This is an optimization exercise on Yosys and OpenROAD, whose aim is small area, not a production implementation. The RTL was checked by simulation tests, not by an equivalence proof against the original design. Power and IR drop assume default switching activity.

==> module adc_frame_packer, before the edit <==
module adc_frame_packer
#(
  parameter int NCH    = adc_pkg::ADC_NCH,
  parameter int SW     = adc_pkg::ADC_SW,
  parameter int FCNT_W = 16
) (
  input  logic                  clk,
  input  logic                  rst,
  input  logic                  s_valid,
  output logic                  s_ready,
  input  logic [SW-1:0]         s_data,
  input  logic                  s_sof,
  output logic [2*NCH*SW-1:0]   m_data,
  output logic                  m_valid,
  input  logic                  m_ready,
  output logic                  sync_err,
  output logic [FCNT_W-1:0]     frame_cnt
);
  localparam int NSLOT = 2 * NCH;
  localparam int FW    = NSLOT * SW;
  localparam int CW    = (NSLOT > 1) ? $clog2(NSLOT) : 1;
  logic [CW-1:0] slot;
  logic          last;
  logic [CW-1:0] wr_slot;
  logic [FW-1:0] acc;
  logic [FW-1:0] acc_next;
  logic          xfer;
  logic          resync;
  logic          frame_done;
  assign s_ready    = !rst && !(last && m_valid && !m_ready);
  assign xfer       = s_valid && s_ready;
  assign resync     = xfer && s_sof && (slot != '0);
  assign frame_done = xfer && !s_sof && last;
  assign wr_slot    = s_sof ? '0 : slot;
  adc_slot_counter #(
    .NSLOT (NSLOT)
  ) u_slot_counter (
    .clk      (clk),
    .rst      (rst),
    .inc      (xfer),
    .sof_load (s_sof),
    .cnt      (slot),
    .last     (last)
  );
  always_comb begin
    acc_next = resync ? '0 : acc;
    for (int k = 0; k < NSLOT; k++) begin
      if (xfer && (wr_slot == CW'(k))) begin
        acc_next[adc_pkg::slot_offset(k, SW) +: SW] = s_data;
      end
    end
  end
  always_ff @(posedge clk) begin
    if (rst) begin
      acc       <= '0;
      m_data    <= '0;
      m_valid   <= 1'b0;
      sync_err  <= 1'b0;
      frame_cnt <= '0;
    end else begin
      acc      <= acc_next;
      sync_err <= resync;
      if (frame_done) begin
        m_data    <= acc_next;
        m_valid   <= 1'b1;
        frame_cnt <= frame_cnt + FCNT_W'(1);
      end else if (m_ready) begin
        m_valid <= 1'b0;
      end
    end
  end
endmodule
make LEC_CHECK=0 CAP_MARGIN=20 CORE_MARGIN=2 CORE_UTILIZATION=40 SLEW_MARGIN=20 finish   # period 5.0 ns
run.sh (not shown) runs the stock make flow with config.mk's settings and CLKGATE_MAP_FILE= SYNTH_SCRIPT=/design/flow/synth_recipe.tcl, a recipe that flattens the netlist after the stock synthesis.
==> next run, changes <==
--- a/flow/design.v
+++ b/flow/design.v
@@ -47,18 +47,18 @@
   input  logic                  m_ready,
   output logic                  sync_err,
   output logic [FCNT_W-1:0]     frame_cnt
 );
   localparam int NSLOT = 2 * NCH;
   localparam int FW    = NSLOT * SW;
+  localparam int AW    = FW - SW;
   localparam int CW    = (NSLOT > 1) ? $clog2(NSLOT) : 1;
   logic [CW-1:0] slot;
   logic          last;
   logic [CW-1:0] wr_slot;
-  logic [FW-1:0] acc;
-  logic [FW-1:0] acc_next;
+  logic [AW-1:0] acc;
   logic          xfer;
   logic          resync;
   logic          frame_done;
   assign s_ready    = !rst && !(last && m_valid && !m_ready);
   assign xfer       = s_valid && s_ready;
   assign resync     = xfer && s_sof && (slot != '0);
@@ -71,32 +71,30 @@
     .rst      (rst),
     .inc      (xfer),
     .sof_load (s_sof),
     .cnt      (slot),
     .last     (last)
   );
-  always_comb begin
-    acc_next = resync ? '0 : acc;
-    for (int k = 0; k < NSLOT; k++) begin
-      if (xfer && (wr_slot == CW'(k))) begin
-        acc_next[adc_pkg::slot_offset(k, SW) +: SW] = s_data;
-      end
+  always_ff @(posedge clk) begin
+    for (int k = 0; k < NSLOT - 1; k++) begin
+      if (xfer && (wr_slot == CW'(k)))
+        acc[adc_pkg::slot_offset(k, SW) +: SW] <= s_data;
     end
   end
   always_ff @(posedge clk) begin
+    if (frame_done)
+      m_data <= {s_data, acc};
+  end
+  always_ff @(posedge clk) begin
     if (rst) begin
-      acc       <= '0;
-      m_data    <= '0;
       m_valid   <= 1'b0;
       sync_err  <= 1'b0;
       frame_cnt <= '0;
     end else begin
-      acc      <= acc_next;
       sync_err <= resync;
       if (frame_done) begin
-        m_data    <= acc_next;
         m_valid   <= 1'b1;
         frame_cnt <= frame_cnt + FCNT_W'(1);
       end else if (m_ready) begin
         m_valid <= 1'b0;
       end
     end
Outcome:
- global-route usage is lower by 7.7 points
- non-clock buffer count came out lower by 101
- design area went down by roughly a tenth
- power grows slightly
- hold slack is worse by 0.015 ns
- via count falls by well over a third

-- port drivers added, routing unchanged --
No port has a modelled driver above. Below, the same layouts with a new extraction and two added sets of constraints.
Step 1 (the two cells are an assumption about what drives the block):
set clk [get_ports {clk}]
set_driving_cell -lib_cell sky130_fd_sc_hd__clkbuf_16 $clk
set_driving_cell -lib_cell sky130_fd_sc_hd__buf_2 [delete_from_list [all_inputs] $clk]
Step 2, shift: input delay + t, output delay - t, t = (earliest + latest rising clock arrival at the registers) / 2. This alone moves slack from input paths to output paths.
Three values: no drivers, after step 1, after step 2; two values: the first two.
run	t, ns	setup slack, ns	clock arrival spread, ns	worst register clock-pin slew, ns	cell pins on the clock port's net
the first run	0.897	0.790 / 0.707 / 0.542	0.058 / 0.058	0.07 / 0.07	1
the second run	0.867	1.054 / 0.981 / 0.637	0.045 / 0.045	0.07 / 0.07	1
After both steps setup and hold are still met in every run listed. The setup slack of the second run, which loses most, moves by -0.073 ns with the drivers and by -0.417 ns with both steps.
